Source: an optimization exercise on an open RTL-to-GDS flow (aim: a short achievable clock period and few clock cycles). Production flows keep margins and buffers that such runs may drop.
Only simulation tests tie the RTL to the original design; equivalence was not proved.
No activity file was given, so power comes from the tool's default toggle rates.

==> flow/design.v <==
`timescale 1ns/1ns
`default_nettype none
module minrv_core (
	input  logic                   clk,
	input  logic                   resetn,
	output logic [32-1:0] insn_addr,
	input  logic [32-1:0] insn,
	output logic                   mem_valid,
	output logic                   mem_instr,
	input  logic                   mem_ready,
	output logic [32-1:0] mem_addr,
	output logic [32-1:0] mem_wdata,
	output logic [3:0]             mem_wstrb,
	output logic [3:0]             mem_rmask,
	input  logic [32-1:0] mem_rdata,
	output logic                   trap
);
	function automatic logic [32:0] ksadd(input logic [31:0] x, input logic [31:0] y, input logic ci);
		logic [32:0] g, p, gn, pn;
		g = {x & y, ci};
		p = {x ^ y, 1'b0};
		for (int d = 1; d < 33; d = d * 2) begin
			gn = g;
			pn = p;
			for (int i = d; i < 33; i++) begin
				gn[i] = g[i] | (p[i] & g[i-d]);
				pn[i] = p[i] & p[i-d];
			end
			g = gn;
			p = pn;
		end
		ksadd = {g[32], (x ^ y) ^ g[31:0]};
	endfunction
	localparam int BN = 32;  
	localparam int TW = 6;   
	localparam int GW = 11;  
	logic [31:0] pc_f;
	logic [31:0] pc_o;      
	logic        mv_o;      
	logic        v_d;
	logic [31:0] insn_d;
	logic [31:0] pc_d;
	logic        pt_d;      
	logic        hit_d;     
	logic [1:0]  ctr_d;
	logic [29:0] ptgt_d;
	logic [31:0] rs1oh_d, rs2oh_d;  
	logic        v_e;
	logic [31:0] pc_e;
	logic [31:0] rv1_e, rv2_e;
	logic [4:0]  rd_e;
	logic [31:0] imm_e;
	logic [31:0] pre_e;     
	logic [31:0] pc4_e;
	logic [31:0] pct_e;     
	logic        tok_e;     
	logic        pt_e, hit_e;
	logic        fwd1, fwd2;  
	logic [1:0]  ctr_e;
	logic [29:0] ptgt_e;
	logic [2:0]  f3_e;
	logic        we_e;
	logic [31:0] obv_e;     
	logic        fwdb;      
	logic        s_add, s_sub, s_sll, s_slt, s_sltu, s_xor, s_srl, s_sra, s_or, s_and, s_pre;
	logic        b_eq, b_ne, b_lt, b_ge, b_ltu, b_geu;
	logic        tmis_e;    
	logic        ld_e, st_e, br_e, jal_e, jalr_e, ill_e;
	logic        mv_m;      
	logic [31:0] addr_m, wdata_m;
	logic [3:0]  wstrb_m, rmask_m;
	logic [31:0] addr_o, wdata_o;
	logic [3:0]  wstrb_o, rmask_o;
	logic        we_m, ld_m;
	logic [4:0]  rd_m;
	logic [2:0]  f3_m;
	logic [31:0] res_m;
	logic        trap_q;
	logic        replay_q;
	logic        jfix_q;    
	logic [31:0] jtgt_q;
	logic [31:0] lostpc;
	logic [BN-1:0]      btb_v;
	logic [BN*TW-1:0]   btb_tag;
	logic [BN*GW-1:0]   btb_tgt;
	logic [BN*2-1:0]    btb_ctr;
	assign insn_addr = pc_o;
	assign mem_valid = mv_o;
	assign mem_instr = 1'b0;
	assign mem_addr  = addr_o;
	assign mem_wdata = wdata_o;
	assign mem_wstrb = wstrb_o;
	assign mem_rmask = rmask_o;
	assign trap      = trap_q;
	logic        mstall;
	logic [31:0] ldv_m;
	logic [31:0] wbv_m;
	assign mstall = mv_m && !mem_ready;
	always_comb begin
		case (f3_m)
			3'b000:  ldv_m = {{24{mem_rdata[7]}}, mem_rdata[7:0]};
			3'b001:  ldv_m = {{16{mem_rdata[15]}}, mem_rdata[15:0]};
			3'b100:  ldv_m = {24'b0, mem_rdata[7:0]};
			3'b101:  ldv_m = {16'b0, mem_rdata[15:0]};
			default: ldv_m = mem_rdata;
		endcase
	end
	assign wbv_m = ld_m ? ldv_m : res_m;
	logic [32*32-1:0] rf;
	assign rf[31:0] = 32'b0;
	for (genvar i = 1; i < 32; i++) begin : g_rf
		logic [31:0] q;
		always_ff @(posedge clk) begin
			if (i == 2 && !resetn) begin
				q <= 32'h0001_0000;
			end else if (we_m && rd_m == i) begin
				q <= wbv_m;
			end
		end
		assign rf[32*i +: 32] = q;
	end
	logic [4:0]    bidx_f;
	logic [TW-1:0] btag_f;
	logic          bhit_f, btake_f;
	logic [29:0]   btgt_f;
	logic [1:0]    bctr_f;
	logic [31:0]   npc_f;
	assign bidx_f  = pc_f[6:2];
	assign btag_f  = pc_f[7+TW-1:7];
	assign btgt_f  = {pc_f[31:GW+2], btb_tgt[GW*bidx_f +: GW]};
	assign bctr_f  = btb_ctr[2*bidx_f +: 2];
	assign bhit_f  = btb_v[bidx_f] && (btb_tag[TW*bidx_f +: TW] == btag_f);
	assign btake_f = bhit_f && bctr_f[1];
	assign npc_f   = btake_f ? {btgt_f, 2'b00} : pc_f + 32'd4;
	logic [6:0]  opc_d;
	logic [2:0]  f3_d;
	logic [6:0]  f7_d;
	logic [4:0]  rs1_d, rs2_d, rd_d;
	logic        lui_d, auipc_d, jal_d, jalr_d, br_d, ld_d, st_d, opi_d, op_d;
	logic        ill_d;
	logic        alt_d;
	logic        use1_d, use2_d, wr_d;
	logic [31:0] imm_d;
	logic [31:0] pct_d, pc4_d, pre_d;
	logic [31:0] rv1_d, rv2_d;
	logic        lu_stall;
	assign opc_d = insn_d[6:0];
	assign f3_d  = insn_d[14:12];
	assign f7_d  = insn_d[31:25];
	assign rs1_d = insn_d[19:15];
	assign rs2_d = insn_d[24:20];
	assign rd_d  = insn_d[11:7];
	assign lui_d   = opc_d == 7'b0110111;
	assign auipc_d = opc_d == 7'b0010111;
	assign jal_d   = opc_d == 7'b1101111;
	assign jalr_d  = opc_d == 7'b1100111;
	assign br_d    = opc_d == 7'b1100011;
	assign ld_d    = opc_d == 7'b0000011;
	assign st_d    = opc_d == 7'b0100011;
	assign opi_d   = opc_d == 7'b0010011;
	assign op_d    = opc_d == 7'b0110011;
	always_comb begin
		ill_d = 1'b0;
		if (jalr_d) ill_d = f3_d != 3'b000;
		else if (br_d) ill_d = f3_d[2:1] == 2'b01;
		else if (ld_d) ill_d = f3_d == 3'b011 || f3_d[2:1] == 2'b11;
		else if (st_d) ill_d = f3_d[2] || f3_d[1:0] == 2'b11;
		else if (opi_d || op_d) begin
			case (f3_d)
				3'b000:  ill_d = op_d && f7_d != 7'h00 && f7_d != 7'h20;
				3'b001:  ill_d = f7_d != 7'h00;
				3'b101:  ill_d = f7_d != 7'h00 && f7_d != 7'h20;
				default: ill_d = op_d && f7_d != 7'h00;
			endcase
		end else if (!(lui_d || auipc_d || jal_d)) ill_d = 1'b1;
	end
	assign alt_d  = insn_d[30] && (op_d || f3_d == 3'b101);
	assign use1_d = jalr_d || br_d || ld_d || st_d || opi_d || op_d;
	assign use2_d = br_d || st_d || op_d;
	assign wr_d   = (lui_d || auipc_d || jal_d || jalr_d || ld_d || opi_d || op_d) && rd_d != 5'd0;
	always_comb begin
		if (lui_d || auipc_d)  imm_d = {insn_d[31:12], 12'b0};
		else if (jal_d)        imm_d = {{12{insn_d[31]}}, insn_d[19:12], insn_d[20], insn_d[30:21], 1'b0};
		else if (br_d)         imm_d = {{20{insn_d[31]}}, insn_d[7], insn_d[30:25], insn_d[11:8], 1'b0};
		else if (st_d)         imm_d = {{21{insn_d[31]}}, insn_d[30:25], insn_d[11:7]};
		else                   imm_d = {{21{insn_d[31]}}, insn_d[30:20]};
	end
	assign pct_d = pc_d + imm_d;
	assign pc4_d = pc_d + 32'd4;
	assign pre_d = lui_d ? imm_d : auipc_d ? pct_d : pc4_d;
	logic [31:0] rr1_d, rr2_d;
	always_comb begin
		rr1_d = 32'b0;
		rr2_d = 32'b0;
		for (int k = 1; k < 32; k++) begin
			rr1_d = rr1_d | ({32{rs1oh_d[k]}} & rf[32*k +: 32]);
			rr2_d = rr2_d | ({32{rs2oh_d[k]}} & rf[32*k +: 32]);
		end
	end
	assign rv1_d = (we_m && rd_m == rs1_d) ? wbv_m : rr1_d;
	assign rv2_d = (we_m && rd_m == rs2_d) ? wbv_m : rr2_d;
	logic        dred;
	logic        pt_dx;
	logic [29:0] ptgt_dx;
	assign dred    = v_d && !hit_d && (jal_d || (br_d && insn_d[31] && !ill_d)) && !imm_d[1];
	assign pt_dx   = pt_d || dred;
	assign ptgt_dx = dred ? pct_d[31:2] : ptgt_d;
	logic [29:0] tx_d, ty_d, tk_d;
	logic        tok_d;
	assign tx_d  = pc_d[31:2];
	assign ty_d  = imm_d[31:2];
	assign tk_d  = {((tx_d[28:0] & ty_d[28:0]) | ((tx_d[28:0] | ty_d[28:0]) & ~ptgt_d[28:0])), 1'b0};
	assign tok_d = &(~(tx_d ^ ty_d ^ ptgt_d ^ tk_d));
	logic       lu_pre;
	logic [6:0] opc_f;
	logic       use1_f, use2_f;
	assign opc_f  = insn[6:0];
	assign use1_f = opc_f == 7'b1100111 || opc_f == 7'b1100011 || opc_f == 7'b0000011 ||
		opc_f == 7'b0100011 || opc_f == 7'b0010011 || opc_f == 7'b0110011;
	assign use2_f = opc_f == 7'b1100011 || opc_f == 7'b0100011 || opc_f == 7'b0110011;
	always_ff @(posedge clk) begin
		if (!lu_stall) begin
			lu_pre <= ld_d && wr_d && !ill_d &&
				((use1_f && insn[19:15] == rd_d) || (use2_f && insn[24:20] == rd_d));
		end
	end
	assign lu_stall = v_d && ve && lu_pre;
	logic [31:0] a_e, b_e, ob_e;
	logic [31:0] alu_e, addr_e, res_e;
	logic        eq_e, lt_e, ltu_e, take_e;
	logic        slt_e, sltu_e;
	logic [31:0] npc_e;
	logic        misp_e, misal_e, trap_e;
	logic        redirect;
	logic [3:0]  mask_e;
	logic        ve;
	logic [29:0] jx_e, jy_e, jk_e;
	logic        jc_e, jok_e;
	assign ve = v_e && !replay_q;
	assign a_e  = fwd1 ? res_m : rv1_e;
	assign b_e  = fwd2 ? res_m : rv2_e;
	assign ob_e = fwdb ? res_m : obv_e;
	logic [31:0] sra_e;
	assign sra_e = $signed(a_e) >>> ob_e[4:0];
	assign eq_e  = a_e == b_e;
	logic [32:0] cmp_e, dif33_e;
	assign cmp_e   = ksadd(a_e, ~b_e, 1'b1);
	assign dif33_e = ksadd(a_e, ~ob_e, 1'b1);
	assign ltu_e  = !cmp_e[32];
	assign lt_e   = (a_e[31] ^ b_e[31]) ? a_e[31] : !cmp_e[32];
	assign sltu_e = !dif33_e[32];
	assign slt_e  = (a_e[31] ^ ob_e[31]) ? a_e[31] : !dif33_e[32];
	assign take_e = (b_eq && eq_e) || (b_ne && !eq_e) || (b_lt && lt_e) || (b_ge && !lt_e) ||
		(b_ltu && ltu_e) || (b_geu && !ltu_e);
	logic [31:0] sum_e, dif_e, sll_e, srl_e;
	logic [32:0] sum33_e, addr33_e;
	assign sum33_e = ksadd(a_e, ob_e, 1'b0);
	assign sum_e = sum33_e[31:0];
	assign dif_e = dif33_e[31:0];
	assign sll_e = a_e << ob_e[4:0];
	assign srl_e = a_e >> ob_e[4:0];
	assign alu_e = ({32{s_add}} & sum_e) | ({32{s_sub}} & dif_e) | ({32{s_sll}} & sll_e) |
		{31'b0, s_slt && slt_e} | {31'b0, s_sltu && sltu_e} | ({32{s_xor}} & (a_e ^ ob_e)) |
		({32{s_srl}} & srl_e) | ({32{s_sra}} & sra_e) | ({32{s_or}} & (a_e | ob_e)) |
		({32{s_and}} & (a_e & ob_e)) | ({32{s_pre}} & pre_e);
	assign addr33_e = ksadd(a_e, imm_e, 1'b0);
	assign addr_e = addr33_e[31:0];
	assign jx_e  = a_e[31:2];
	assign jy_e  = imm_e[31:2];
	assign jc_e  = (a_e[1] && imm_e[1]) || ((a_e[1] || imm_e[1]) && a_e[0] && imm_e[0]);
	assign jk_e  = {((jx_e[28:0] & jy_e[28:0]) | ((jx_e[28:0] | jy_e[28:0]) & ~ptgt_e[28:0])), jc_e};
	assign jok_e = &(~(jx_e ^ jy_e ^ ptgt_e ^ jk_e));
	assign res_e  = alu_e;
	always_comb begin
		npc_e   = pc4_e;
		misp_e  = pt_e;
		misal_e = 1'b0;
		if (jalr_e) begin
			npc_e   = pc4_e;  
			misp_e  = !pt_e || !jok_e;
			misal_e = addr_e[1];
		end else if (jal_e) begin
			npc_e   = pct_e;
			misp_e  = !pt_e || !tok_e;
			misal_e = tmis_e;
		end else if (br_e && take_e) begin
			npc_e   = pct_e;
			misp_e  = !pt_e || !tok_e;
			misal_e = tmis_e;
		end
	end
	assign trap_e   = ve && (ill_e || misal_e);
	assign redirect = ve && !trap_e && misp_e;
	always_comb begin
		case (f3_e[1:0])
			2'b00:   mask_e = 4'b0001;
			2'b01:   mask_e = 4'b0011;
			default: mask_e = 4'b1111;
		endcase
	end
	logic go_e;  
	assign go_e = ve && !trap_e && !trap_q;
	always_ff @(posedge clk) begin
		if (!resetn) begin
			replay_q <= 1'b0;
		end else begin
			replay_q <= mstall;
		end
	end
	always_ff @(posedge clk) begin
		if (!resetn) begin
			jfix_q <= 1'b0;
		end else begin
			jfix_q <= redirect && jalr_e && !mstall;
		end
		jtgt_q <= {addr_e[31:1], 1'b0};
	end
	always_ff @(posedge clk) begin
		if (!replay_q) begin
			lostpc <= ve ? pc_e : v_d ? pc_d : pc_f;
		end
	end
	always_ff @(posedge clk) begin
		if (!resetn) begin
			pc_o <= 32'h0001_0000;
		end else if (replay_q) begin
			pc_o <= lostpc;
		end else if (jfix_q) begin
			pc_o <= jtgt_q;
		end else if (redirect) begin
			pc_o <= npc_e;
		end else if (!lu_stall) begin
			pc_o <= dred ? pct_d : npc_f;
		end else begin
			pc_o <= pc_f;
		end
	end
	always_ff @(posedge clk) begin
		mv_o <= mstall ? mv_m : go_e && (ld_e || st_e);
	end
	always_ff @(posedge clk) begin
		if (!resetn) begin
			pc_f <= 32'h0001_0000;
			v_d  <= 1'b0;
		end else if (replay_q) begin
			pc_f <= lostpc;
			v_d  <= 1'b0;
		end else if (jfix_q) begin
			pc_f <= jtgt_q;
			v_d  <= 1'b0;
		end else if (trap_e || trap_q) begin
			v_d <= 1'b0;
		end else if (redirect) begin
			pc_f <= npc_e;
			v_d  <= 1'b0;
		end else if (!lu_stall) begin
			pc_f <= dred ? pct_d : npc_f;
			v_d  <= !dred;
		end
	end
	always_ff @(posedge clk) begin
		if (!lu_stall) begin
			insn_d <= insn;
			for (int k = 0; k < 32; k++) begin
				rs1oh_d[k] <= insn[19:15] == k;
				rs2oh_d[k] <= insn[24:20] == k;
			end
			pc_d   <= pc_f;
			pt_d   <= btake_f;
			hit_d  <= bhit_f;
			ctr_d  <= bctr_f;
			ptgt_d <= btgt_f;
		end
	end
	always_ff @(posedge clk) begin
		if (!resetn) begin
			v_e <= 1'b0;
		end else begin
			v_e <= v_d && !replay_q && !lu_stall && !redirect && !trap_e && !trap_q;
		end
	end
	always_ff @(posedge clk) begin
		pc_e     <= pc_d;
		rv1_e    <= rv1_d;
		rv2_e    <= rv2_d;
		fwd1     <= go_e && we_e && rd_e == rs1_d;
		fwd2     <= go_e && we_e && rd_e == rs2_d;
		fwdb     <= go_e && we_e && rd_e == rs2_d && (op_d || br_d);
		obv_e    <= (op_d || br_d) ? rv2_d : imm_d;
		tmis_e   <= imm_d[1];
		s_pre    <= lui_d || auipc_d || jal_d || jalr_d;
		s_add    <= !(lui_d || auipc_d || jal_d || jalr_d) && f3_d == 3'b000 && !alt_d;
		s_sub    <= !(lui_d || auipc_d || jal_d || jalr_d) && f3_d == 3'b000 && alt_d;
		s_sll    <= !(lui_d || auipc_d || jal_d || jalr_d) && f3_d == 3'b001;
		s_slt    <= !(lui_d || auipc_d || jal_d || jalr_d) && f3_d == 3'b010;
		s_sltu   <= !(lui_d || auipc_d || jal_d || jalr_d) && f3_d == 3'b011;
		s_xor    <= !(lui_d || auipc_d || jal_d || jalr_d) && f3_d == 3'b100;
		s_srl    <= !(lui_d || auipc_d || jal_d || jalr_d) && f3_d == 3'b101 && !alt_d;
		s_sra    <= !(lui_d || auipc_d || jal_d || jalr_d) && f3_d == 3'b101 && alt_d;
		s_or     <= !(lui_d || auipc_d || jal_d || jalr_d) && f3_d == 3'b110;
		s_and    <= !(lui_d || auipc_d || jal_d || jalr_d) && f3_d == 3'b111;
		b_eq     <= f3_d == 3'b000;
		b_ne     <= f3_d == 3'b001;
		b_lt     <= f3_d == 3'b100;
		b_ge     <= f3_d == 3'b101;
		b_ltu    <= f3_d == 3'b110;
		b_geu    <= f3_d == 3'b111;
		rd_e     <= rd_d;
		imm_e    <= imm_d;
		pre_e    <= pre_d;
		pc4_e    <= pc4_d;
		pct_e    <= pct_d;
		tok_e    <= dred || tok_d;
		pt_e     <= pt_dx;
		hit_e    <= hit_d;
		ctr_e    <= ctr_d;
		ptgt_e   <= ptgt_dx;
		f3_e     <= f3_d;
		we_e     <= wr_d && !ill_d;
		ld_e     <= ld_d && !ill_d;
		st_e     <= st_d && !ill_d;
		br_e     <= br_d && !ill_d;
		jal_e    <= jal_d;
		jalr_e   <= jalr_d && !ill_d;
		ill_e    <= ill_d;
	end
	always_ff @(posedge clk) begin
		if (!resetn) begin
			mv_m   <= 1'b0;
			we_m   <= 1'b0;
			trap_q <= 1'b0;
		end else if (!mstall) begin
			mv_m   <= go_e && (ld_e || st_e);
			we_m   <= go_e && we_e;
			trap_q <= trap_q || trap_e;
		end
	end
	always_ff @(posedge clk) begin
		if (!mstall && (ld_e || st_e)) begin
			addr_m  <= addr_e;
			wdata_m <= b_e;
			wstrb_m <= st_e ? mask_e : 4'b0000;
			rmask_m <= ld_e ? mask_e : 4'b0000;
		end
	end
	always_ff @(posedge clk) begin
		if (!mstall) begin
			ld_m    <= ld_e;
			rd_m    <= rd_e;
			f3_m    <= f3_e;
		end
	end
	always_ff @(posedge clk) begin
		addr_o  <= mstall ? addr_m : addr_e;
		wdata_o <= mstall ? wdata_m : b_e;
		wstrb_o <= mstall ? wstrb_m : st_e ? mask_e : 4'b0000;
		rmask_o <= mstall ? rmask_m : ld_e ? mask_e : 4'b0000;
	end
	always_ff @(posedge clk) begin
		res_m <= res_e;
	end
	logic          cf_e, tk_e;
	logic [1:0]    nctr_e;
	logic          u_v, u_cf, u_tk, u_hit;
	logic [4:0]    u_idx;
	logic [TW-1:0] u_tag;
	logic [1:0]    u_ctr;
	logic [GW-1:0] u_tgt;
	assign cf_e   = jal_e || jalr_e || br_e;
	assign tk_e   = jal_e || jalr_e || (br_e && take_e);
	always_comb begin
		if (!hit_e) nctr_e = tk_e ? 2'd2 : 2'd1;
		else if (tk_e) nctr_e = (ctr_e == 2'd3) ? 2'd3 : ctr_e + 2'd1;
		else nctr_e = (ctr_e == 2'd0) ? 2'd0 : ctr_e - 2'd1;
	end
	always_ff @(posedge clk) begin
		if (!resetn) begin
			u_v <= 1'b0;
		end else begin
			u_v <= ve && (cf_e || hit_e);
		end
	end
	always_ff @(posedge clk) begin
		u_cf  <= cf_e;
		u_tk  <= tk_e;
		u_hit <= hit_e;
		u_idx <= pc_e[6:2];
		u_tag <= pc_e[7+TW-1:7];
		u_ctr <= nctr_e;
		u_tgt <= jalr_e ? addr_e[GW+1:2] : pct_e[GW+1:2];
	end
	for (genvar j = 0; j < BN; j++) begin : g_btb
		logic upd;
		assign upd = u_v && (u_tk || u_hit) && u_idx == j;
		always_ff @(posedge clk) begin
			if (!resetn) begin
				btb_v[j] <= 1'b0;
			end else if (upd) begin
				btb_v[j] <= u_cf;
			end
		end
		always_ff @(posedge clk) begin
			if (upd) begin
				btb_tag[TW*j +: TW] <= u_tag;
				btb_ctr[2*j +: 2]   <= u_ctr;
				if (u_tk) begin
					btb_tgt[GW*j +: GW] <= u_tgt;
				end
			end
		end
	end
endmodule
`default_nettype wire
==> flow/flow/run.sh <==
#!/bin/bash
# standard synthesis, then the standard layout with timing repair aiming well below the
# clock period (the sdc and the period are unchanged); ports are buffered with buf_8
set -euo pipefail
bash standard.sh synth > synth.log 2>&1
bash standard.sh SETUP_SLACK_MARGIN=12.5 TNS_END_PERCENT=100 "BUFFER_PORTS_ARGS=-buffer_cell sky130_fd_sc_hd__buf_8" finish > layout.log 2>&1
==> flow/standard.sh <==
#!/bin/bash
# synth_recipe.tcl (not shown) runs the flow's synth.tcl, then flattens the netlist and writes it again
# the make line also repeats each setting of config.mk as NAME=value (left out here)
make -C /OpenROAD-flow-scripts/flow DESIGN_CONFIG=/design/flow/config.mk WORK_HOME=/design/flow/orfs CLKGATE_MAP_FILE= SYNTH_SCRIPT=/design/flow/synth_recipe.tcl "${@:-finish}"
==> flow/config.mk <==
export PLATFORM = sky130hd
export DESIGN_NAME = minrv_core
export DESIGN_NICKNAME = minrv_core
export VERILOG_FILES = /design/flow/design.v
export SDC_FILE = /design/flow/constraint.sdc
export NUM_CORES = 4
export LEC_CHECK = 0
export CAP_MARGIN = 20
export CORE_MARGIN = 2
export CORE_UTILIZATION = 40
export SLEW_MARGIN = 20
==> flow/constraint.sdc <==
create_clock -name core_clock -period 16.5 [get_ports {clk}]
set_input_delay 3.3000 -clock core_clock [delete_from_list [all_inputs] [get_ports {clk}]]
set_output_delay 3.3000 -clock core_clock [all_outputs]
set_load 0.01 [all_outputs]
==> run summary <==
[state kept, by name, summed over array words and instances (netlist names), 64 cells and up]
register  flops
btb_tag     192
btb_tgt     352
g_rf.q      992
btb_ctr      64
[cell usage after synthesis, drive strengths merged, types with 40 or more instances]
| library cell | count | area, um^2 |
|---|---|---|
| a211oi | 51 | 393 |
| a21o | 45 | 338 |
| a21oi | 463 | 2320 |
| a221oi | 287 | 2510 |
| a222oi | 64 | 641 |
| a22o | 296 | 2590 |
| a22oi | 415 | 3120 |
| a31oi | 47 | 294 |
| and2 | 63 | 394 |
| and3 | 41 | 257 |
| buf | 120 | 599 |
| clkbuf | 432 | 1620 |
| dfxtp | 621 | 12400 |
| edfxtp | 1821 | 54700 |
| fa | 43 | 861 |
| ha | 252 | 3150 |
| inv | 302 | 1130 |
| mux2 | 43 | 484 |
| mux2i | 237 | 2380 |
| mux4 | 180 | 4050 |
| nand2 | 601 | 2260 |
| nand3 | 178 | 891 |
| nand4 | 152 | 951 |
| nor2 | 611 | 2310 |
| nor3 | 162 | 811 |
| nor4 | 41 | 257 |
| o211ai | 52 | 395 |
| o21a | 40 | 300 |
| o21ai | 333 | 1670 |
| xnor2 | 154 | 1350 |
| xor2 | 69 | 604 |
[power by group]
part | internal [W] | switching (W) | leakage (nW)
clock network | 0.00356 | 0.00264 | 4.37
registers | 0.00717 | 0.000470 | 22.2
logic | 0.00157 | 0.00232 | 22.7
total | 0.0123 | 0.00543 | 49.3
[final timing paths]
path / start / end / slack [ns] / cells past startpoint
worst max-delay path: wdata_o[8] / mem_wdata[8] / 11.69 / 1
worst max register to register: insn_d[5] / pc_f[28] / 11.83 / 21
worst min-delay path: ctr_d[1] / ctr_e[1] / 0.35 / 0
worst min register to register: ctr_d[1] / ctr_e[1] / 0.35 / 0
[final cells by class]
cell class / instances / area (um^2)
diodes: 30 / 75.1
well taps: 3589 / 4490
flip-flops and latches: 2442 / 67300
multi-input cells: 5373 / 45600
repair buffers: 1017 / 12000
clock buffers: 350 / 7380
repair inverters: 3 / 27.5
inverters: 305 / 1280
clock inverters: 146 / 1590
fillers: 22900 / 133000
[layout by cell type, fill, tap and decap left out, drive strengths merged, types with 287 or more instances in the layout]
cell type / n
edfxtp: 1821
buf: 990
nor2: 631
dfxtp: 621
nand2: 601
a21oi: 463
a22oi: 415
clkbuf: 366
o21ai: 333
inv: 321
a22o: 296
a221oi: 287
[routing by layer]
metal / share of wire, % / global-route usage, % / up-vias / wire length (um)
li1: - / - / 35200 / -
met1: 36 / 46.3 / 44700 / 187000
met2: 41 / 52.0 / 7968 / 217000
met3: 14 / 12.7 / 2420 / 75200
met4: 9.0 / 24.6 / 20 / 47300
met5: 0.038 / 0.121 / - / 202
[stage by stage]
step	util, %	instance area (um^2)	total power, W	cells
6_report	51.2	140000	0.0177	13300
5_1_grt	51.2	140000	0.0181	13200
4_1_cts	49.7	136000	0.0173	13000
3_5_place_dp	43.1	118000	0.0106	12100
3_3_place_gp	43.1	118000	0.0106	12100
2_1_floorplan	-	111000	0.00913	8644
[kinds of logic (layout without fill, tap and decap cells)]
group / Yosys count / in the layout / share of synthesized area [%]
compound gates: 2355 / 2363 / 15.4
xor+xnor: 223 / 223 / 1.78
fa+ha+maj: 296 / 296 / 3.68
buf+inv: 857 / 1821 / 3.08
flops: 2442 / 2442 / 61.3
mux: 460 / 460 / 6.33
other cells: 1 / 31 / 0.00343
simple gates: 2010 / 2030 / 8.46
[timing repair]
action,CTS,global route
setup buffers,349,173
endpoints found under the setup margin,1268,1002
gates resized for setup,1085,470
pin swaps,242,240
gates cloned,59,17
==> flow_summary.json <==
{
  "status": "no timing/DRC/antenna violations",
  "finalSetupViolations": 0,
  "synth_flop_cell": "edfxtp_1",
  "routabilityCongestion": 1.04,
  "maxCapViolations": 0,
  "nNetsFinal": 9776,
  "period_minus_slack_ns": 4.81,
  "drt_iter0_markers": 16400,
  "finalHoldViolCount": 0,
  "ant_nets": 0,
  "track_usage_pct": 36.4,
  "vdd_drop_max_mv": 0.103,
  "holdBufCountCts": 0,
  "synth-edff-count": 1821,
  "path_delay_family": "flip-flops",
  "die_area_um2": 278000,
  "crit_slowest_cell": "dfxtp_4",
  "num_rows": 192,
  "portBuffers": 172,
  "synth_fp_nets": 9006,
  "syn_area_um2": 109000,
  "cp-start-kind": "register",
  "wl_per_cell_um": 39.7,
  "rsz0062_at_grt": "yes",
  "synth_seq_cells": 2442,
  "dp_hpwl_um": 318000,
  "hp-class": "register to register",
  "core_um2": 273000,
  "power_density_nw_per_um2": 127,
  "fin_crit_sh_pct": 29.2,
  "fin_ws_ns": 11.69,
  "cts_tree": "done",
  "clk_latency_ns": 0.95,
  "grt.overflow.total": 0,
  "leakagePower_nw": 49.3,
  "grt_pass1_vias": 85600,
  "tightest_slew_ns": 1.39,
  "ys_types": 97,
  "antenna_found_initial": 37,
  "wl_um": 526000,
  "avgViaCountPerCell": 6.82,
  "critPathBufInv": 1,
  "required_ns": 13.20,
  "initial_core_util_pct": 40.1,
  "ioPinCount": 174,
  "slew_headroom_pct": 6.89,
  "hold_ws_ns": 0.348,
  "clock-sinks": 2442,
  "h-tree-depth": 5,
  "path_class": "register to output pin",
  "grt_pass1_wl_um": 705000,
  "path_clk_slew_ns": 0.06,
  "synthToLayoutAreaGrowth_pct": 27.8,
  "synth_area_per_cell_um2": 12.7,
  "die_h_um": 527,
  "critPathCaptureType": "output pin",
  "synth_warnings": 1,
  "path_cells": "buf_8",
  "arrival_ns": 1.51,
  "ys_seq_area_share_pct": 61.3,
  "ctsRootBufferMaster": "clkbuf_16",
  "synthCells": 8644,
  "vias": 90400,
  "fmax_mhz": 208,
  "grt_max_degree": 97,
  "setup_tns_ns": 0,
  "cts_buffers": 272,
  "place_ws_ns": 9.66,
  "async_flop_share_pct": 0,
  "clockBufferDepth": 4,
  "drc": 0,
  "die_w_um": 527,
  "slew_violations": 0,
  "firstDrtPassIters": 14,
  "critPathMaxStageDelay_ns": 0.49,
  "cp_max_fo": 1,
  "skew_ns": 0.119,
  "layout-drive-gt1-share_pct": 27.5
}
Testbench counts, summed over its fixed seeds: cycles 36,711.

==> port drivers added, routing unchanged <==
How much do the figures lean on ideal ports? The routed layout below was timed once more, with nothing changed but the port constraints.
Step 1 (the two cells are an assumption about what drives the block):
set clk [get_ports {clk}]
set_driving_cell -lib_cell sky130_fd_sc_hd__clkbuf_16 $clk
set_driving_cell -lib_cell sky130_fd_sc_hd__buf_2 [delete_from_list [all_inputs] $clk]
Step 2 adds t to the input delays and takes it off the output delays; t is the mean of the earliest and latest rising clock arrival at the registers after step 1. Input paths then give back, and output paths get back, about the clock's delay inside the block.
a / b / c = ideal ports / drivers / drivers and shift; a / b = the first two.
t, ns: 1.004
slack for setup (ns): 11.687 / 11.573 / 11.025
pins driven straight from the clock port: 1
After both steps setup and hold are still met in this run. For this run, drivers alone change the setup slack by -0.114 ns; drivers and shift together by -0.662 ns.
